What follows belongs to an exercise in optimizing a design on an open flow for small area, a short achievable clock period and few clock cycles; a production flow would make more cautious choices.
Power figures rest on the tool's default switching activity, not on a simulated workload.

==> flow/design.v <==
`default_nettype none
package isa_pkg;
    localparam int xlen = 32;
    localparam int reg_idx_w = 5;
    localparam int instr_bytes = 4;
    localparam int shamt_w = 5;
endpackage
`default_nettype wire
`default_nettype none
package exu_pkg;
    localparam int dec_op_w = 4;
    typedef enum logic [0:0] {
        unit_rglr = 1'b0,
        unit_brch = 1'b1
    } exu_unit_e;
    typedef enum logic [dec_op_w-1:0] {
        rop_add   = 4'd0,
        rop_sub   = 4'd1,
        rop_and   = 4'd2,
        rop_or    = 4'd3,
        rop_xor   = 4'd4,
        rop_sll   = 4'd5,
        rop_srl   = 4'd6,
        rop_sra   = 4'd7,
        rop_slt   = 4'd8,
        rop_sltu  = 4'd9,
        rop_lui   = 4'd10,
        rop_auipc = 4'd11
    } rglr_op_e;
    typedef enum logic [2:0] {
        bop_beq  = 3'd0,
        bop_bne  = 3'd1,
        bop_blt  = 3'd2,
        bop_bge  = 3'd3,
        bop_bltu = 3'd4,
        bop_bgeu = 3'd5,
        bop_jal  = 3'd6,
        bop_jalr = 3'd7
    } brch_op_e;
    typedef enum logic [3:0] {
        alu_add   = 4'd0,
        alu_sub   = 4'd1,
        alu_and   = 4'd2,
        alu_or    = 4'd3,
        alu_xor   = 4'd4,
        alu_sll   = 4'd5,
        alu_srl   = 4'd6,
        alu_sra   = 4'd7,
        alu_slt   = 4'd8,
        alu_sltu  = 4'd9,
        alu_pass2 = 4'd10
    } alu_op_e;
endpackage
`default_nettype wire
`timescale 1ns/1ps
`default_nettype none
import isa_pkg::*;
import exu_pkg::*;
module exu_top
(
    input  wire logic                 clk,
    input  wire logic                 reset,
    input  wire logic                 dec_op_vld,
    output logic                      dec_op_rdy,
    input  wire logic                 dec_unit,
    input  wire logic [dec_op_w-1:0]  dec_op,
    input  wire logic                 dec_use_imm,
    input  wire logic [reg_idx_w-1:0] dec_rd_idx,
    input  wire logic [xlen-1:0]      dec_pc,
    input  wire logic [xlen-1:0]      dec_imm,
    input  wire logic [xlen-1:0]      rs1_rdata,
    input  wire logic [xlen-1:0]      rs2_rdata,
    output logic                      gpr_wbck_vld,
    input  wire logic                 gpr_wbck_rdy,
    output logic [reg_idx_w-1:0]      gpr_wbck_idx,
    output logic [xlen-1:0]           gpr_wbck_wdata,
    output logic                      pipe_flush_req,
    input  wire logic                 pipe_flush_ack,
    output logic [xlen-1:0]           pipe_flush_pc_op1,
    output logic [xlen-1:0]           pipe_flush_pc_op2
);
    logic            w_free;
    logic            f_free;
    logic            accept;
    logic            is_brch;
    logic            is_jump;
    logic            is_lui;
    logic            is_auipc;
    logic            sel_imm;
    logic            use_pc;
    logic            do_sub;
    logic [xlen-1:0] a;
    logic [xlen-1:0] y;
    logic [xlen-1:0] opa;
    logic [xlen-1:0] opb;
    logic [xlen-1:0] sum;
    logic [xlen-1:0] shf_in;
    logic [xlen-1:0] shf_out;
    logic [xlen-1:0] shf_res;
    logic            shf_fill;
    logic [shamt_w-1:0] shamt;
    logic            shf_left;
    logic            lt_s;
    logic            lt_u;
    logic            lt;
    logic            eq;
    logic            taken;
    logic            needs_w;
    logic            use_a;
    logic            a_pos;
    logic            a_neg;
    logic            y_imm;
    logic            y_rs2;
    logic            sel_and;
    logic            sel_or;
    logic            sel_xor;
    logic            sel_sll;
    logic            sel_shr;
    logic            sel_slt;
    logic            sel_ltu;
    logic            sel_sum;
    logic [xlen-1:0] gen;
    logic [xlen-1:0] prp;
    logic [xlen-1:0] cry;
    logic [xlen-1:0] other;
    logic [xlen-1:0] res_c0;
    logic [xlen-1:0] res_c1;
    logic [xlen-1:0] res;
    assign w_free = !gpr_wbck_vld || gpr_wbck_rdy;
    assign f_free = !pipe_flush_req || pipe_flush_ack;
    assign dec_op_rdy = (w_free || !needs_w) && (f_free || !is_brch);
    assign accept     = dec_op_vld && dec_op_rdy;
    assign is_brch  = (dec_unit == unit_brch);
    assign is_jump  = is_brch && (dec_op[2:1] == 2'b11);
    assign is_lui   = !is_brch && (dec_op == rop_lui);
    assign is_auipc = !is_brch && (dec_op == rop_auipc);
    assign needs_w  = !is_brch || is_jump;
    assign sel_imm = !is_brch && (dec_use_imm || is_lui || is_auipc);
    assign a       = rs1_rdata;
    assign y_imm   = sel_imm && !is_jump;
    assign y_rs2   = !sel_imm && !is_jump;
    always_comb begin
        y = ({xlen{y_imm}} & dec_imm) | ({xlen{y_rs2}} & rs2_rdata);
        y[2] = y[2] | is_jump;
    end
    assign use_pc = is_auipc || is_jump;
    assign use_a  = !use_pc && !is_lui;
    assign do_sub = is_brch ? !is_jump : (dec_op == rop_sub || dec_op == rop_slt || dec_op == rop_sltu);
    assign a_pos  = use_a && !do_sub;
    assign a_neg  = use_a && do_sub;
    assign opa    = ({xlen{a_pos}} & a) | ({xlen{a_neg}} & ~a) | ({xlen{use_pc}} & dec_pc);
    assign opb    = y;
    always_comb begin
        logic [xlen-1:0] gg, pp;
        gen = opa & opb;
        prp = opa ^ opb;
        gg  = gen;
        pp  = prp;
        for (int l = 0; l < 5; l++) begin
            for (int i = 0; i < xlen; i++) begin
                if (((i >> l) & 1) == 1) begin
                    gg[i] = gg[i] | (pp[i] & gg[((i >> l) << l) - 1]);
                    pp[i] = pp[i] & pp[((i >> l) << l) - 1];
                end
            end
        end
        cry = {gg[xlen-2:0], 1'b0};
    end
    assign sum = prp ^ cry ^ {xlen{do_sub}};
    assign lt_s = (a[xlen-1] != y[xlen-1]) ? a[xlen-1] : sum[xlen-1];
    assign lt_u = (a[xlen-1] != y[xlen-1]) ? y[xlen-1] : sum[xlen-1];
    assign eq      = (prp == '1);
    always_comb begin
        case (dec_op[2:1])
            2'b00:   lt = eq;
            2'b01:   lt = lt_s;
            2'b10:   lt = lt_u;
            default: lt = 1'b0;
        endcase
        taken = is_jump || (lt ^ dec_op[0]);
    end
    assign shf_left = !dec_op[1];
    assign shf_fill = dec_op[1] && dec_op[0] && a[xlen-1];
    always_comb begin
        for (int i = 0; i < xlen; i++) shf_in[i] = shf_left ? a[xlen-1-i] : a[i];
    end
    assign shamt   = dec_use_imm ? dec_imm[shamt_w-1:0] : rs2_rdata[shamt_w-1:0];
    assign shf_out = $signed({shf_fill, shf_in}) >>> shamt;
    always_comb begin
        for (int i = 0; i < xlen; i++) shf_res[i] = shf_out[xlen-1-i];
    end
    assign sel_and = !is_brch && (dec_op == rop_and);
    assign sel_or  = !is_brch && (dec_op == rop_or);
    assign sel_xor = !is_brch && (dec_op == rop_xor);
    assign sel_sll = !is_brch && (dec_op == rop_sll);
    assign sel_shr = !is_brch && (dec_op == rop_srl || dec_op == rop_sra);
    assign sel_slt = !is_brch && (dec_op == rop_slt);
    assign sel_ltu = !is_brch && (dec_op == rop_sltu);
    assign sel_sum = !(sel_and || sel_or || sel_xor || sel_sll || sel_shr || sel_slt || sel_ltu);
    assign other = ({xlen{sel_and || sel_or}}  & gen)
                 | ({xlen{sel_or || sel_xor}}  & prp)
                 | ({xlen{sel_sll}} & shf_res)
                 | ({xlen{sel_shr}} & shf_out)
                 | xlen'((sel_slt && lt_s) || (sel_ltu && lt_u));
    assign res_c0 = sel_sum ? (prp ^ {xlen{do_sub}}) : other;
    assign res_c1 = sel_sum ? ~(prp ^ {xlen{do_sub}}) : other;
    always_comb begin
        for (int i = 0; i < xlen; i++) res[i] = cry[i] ? res_c1[i] : res_c0[i];
    end
    always_ff @(posedge clk) begin
        if (reset) begin
            gpr_wbck_vld <= 1'b0;
        end else if (w_free) begin
            gpr_wbck_vld <= accept && needs_w;
        end
    end
    always_ff @(posedge clk) begin
        if (w_free) begin
            gpr_wbck_idx   <= dec_rd_idx;
            gpr_wbck_wdata <= res;
        end
    end
    always_ff @(posedge clk) begin
        if (reset) begin
            pipe_flush_req <= 1'b0;
        end else if (f_free) begin
            pipe_flush_req <= accept && is_brch && taken;
        end
    end
    always_ff @(posedge clk) begin
        if (f_free) begin
            pipe_flush_pc_op1 <= (dec_op[0] && is_jump) ? a : dec_pc;
            pipe_flush_pc_op2 <= dec_imm;
        end
    end
endmodule
`default_nettype wire
Settings: LEC_CHECK=0, ABC_AREA=1, CAP_MARGIN=20, CORE_MARGIN=2, CORE_UTILIZATION=40, SETUP_SLACK_MARGIN=4.5, SLEW_MARGIN=20, TNS_END_PERCENT=30; clock period 9.0 ns.
standard.sh (not shown) runs the stock make flow with config.mk's settings and CLKGATE_MAP_FILE= SYNTH_SCRIPT=/design/flow/synth_recipe.tcl, a recipe that flattens the netlist after the stock synthesis.
==> flow/flow/run.sh <==
#!/bin/bash
# Standard ORFS layout, with the port buffers made from the smallest plain buffer.
set -euo pipefail
export BUFFER_PORTS_ARGS="-buffer_cell sky130_fd_sc_hd__buf_1"
bash standard.sh > standard_flow.log 2>&1
Edit:
Settings changed: TNS_END_PERCENT 30 to 0.
The new run completed with no timing, DRC or antenna violations; worst hold slack gains 140 ps; count of clock-buffer cells in the layout falls by 1; power shrinks by 1.2%.
Function was not checked in any run of this note: the RTL went through the layout flow alone.

---

run A:
// exu_top: RTL as listed in full above, without the edits since
clock: 9.0 ns
lec_check: 0
abc_area: 1
cap_margin: 20
core_margin: 2
core_utilization: 40
gpl_routability_driven: 0
setup_slack_margin: 4.5
slew_margin: 20
tns_end_percent: 0
Scripts as last shown in full above: flow/flow/run.sh
Input-level comparison between run B and run A:
- clearing GPL_ROUTABILITY_DRIVEN, which used to be 0
- putting PLACE_DENSITY at 0.7 where nothing was set
Notes after the runs:
- Run B reached the final stage; the timing, design-rule and antenna checks on its layout passed.
- Run B against run A: row count roughly the same; proportion of layout cells with a drive suffix above 1 lower.
- Against run A, run B comes in about 1.8% lower on count of plain and timing-repair buffers in the layout.
- Of run B and run A, run B shows the higher overall fraction of global-route tracks in use, with run A below it.
- Total wire length after detailed routing: run A vs run B, no meaningful difference
- Minimum period implied by the final worst setup slack on run B is up relative to run A.
- Between run B and run A, the final non-filler cell total does not differ in any meaningful way.
Modified inputs, run C compared to run B
- PLACE_DENSITY removed (was 0.7)
- SLEW_MARGIN changed from 20 to 10
- CAP_MARGIN changed from 20 to 10
Notes after the runs:
Taking run B as the reference, in run C fraction of area in registers held, routed wire length higher, arrival time reported for the critical path endpoint dropped 0.04 ns.
Run C does better than run B on final period demand of the worst path.
Run C vs. run B: area growth from synthesis to layout higher; final worst slack saw an increase; proportion of cell area spent on the clock network level; via count fell by about 3.6%.
> inputs changed (run C -> run D)
- CORE_UTILIZATION: 40 -> 45
- SLEW_MARGIN: 10 -> 20
- CAP_MARGIN: 10 -> 20
Findings:
Run C → run D: number of nets at the end of the flow was more or less identical; die area went down by 0.0027 mm2; total chip power went up by 70 uW; post-synthesis share of cell area spent on and, or, nand and nor gates was more or less identical.
The inputs of run E differ from those of run D as listed below.
- swapping 4.5 for 5.0 in SETUP_SLACK_MARGIN
- swapping 45 for 40 in CORE_UTILIZATION
### Flow results
- As far as total number of clock tree sinks goes, run E and run D are indistinguishable; the numbers are identical.
- Diff run D -> run E | first-iteration DRC count | up slightly
- Diff run D -> run E: power share of the sequential group higher, post-layout minimum cycle time +0.029 ns.
No functional check of the RTL was part of any run of this note.

==> afterwards: timing with drivers on the ports <==
Ports are ideal in the flow. The routed layouts listed here were re-timed in OpenROAD.
Step 1 sets driving cells, clkbuf_16 on the clock port and buf_2 on the other inputs (assumed; they add their load-dependent delay and slew).
Step 2, shift: input delay + t, output delay - t, t = (earliest + latest rising clock arrival at the registers) / 2. This alone moves slack from input paths to output paths.
Slacks: no drivers / after step 1 / after step 2; pairs: no drivers / after step 1.
| run | t, ns | setup WS [ns] | worst setup path at the end | clock arrival spread, ns | worst register clock-pin slew, ns |
|---|---|---|---|---|---|
| the first run of note 1 | 0.414 | 4.205 / 4.197 / 3.783 | input to register | 0.020 / 0.020 | 0.09 / 0.09 |
| the second run of note 1 | 0.411 | 4.306 / 4.255 / 3.878 | input to register | 0.019 / 0.019 | 0.09 / 0.09 |
| run A | 0.416 | 4.243 / 4.226 / 3.810 | input to register | 0.019 / 0.020 | 0.09 / 0.09 |
| run B | 0.415 | 4.235 / 4.244 / 3.828 | input to register | 0.010 / 0.009 | 0.09 / 0.09 |
| run C | 0.411 | 4.313 / 4.297 / 3.886 | input to register | 0.018 / 0.018 | 0.09 / 0.09 |
| run D | 0.414 | 4.291 / 4.265 / 3.851 | input to register | 0.014 / 0.015 | 0.09 / 0.09 |
| run E | 0.406 | 4.262 / 4.258 / 3.852 | input to register | 0.017 / 0.016 | 0.09 / 0.09 |
After both steps setup and hold are still met in every run listed. For run D, which loses most, drivers alone change the setup slack by -0.026 ns; drivers and shift together by -0.440 ns.
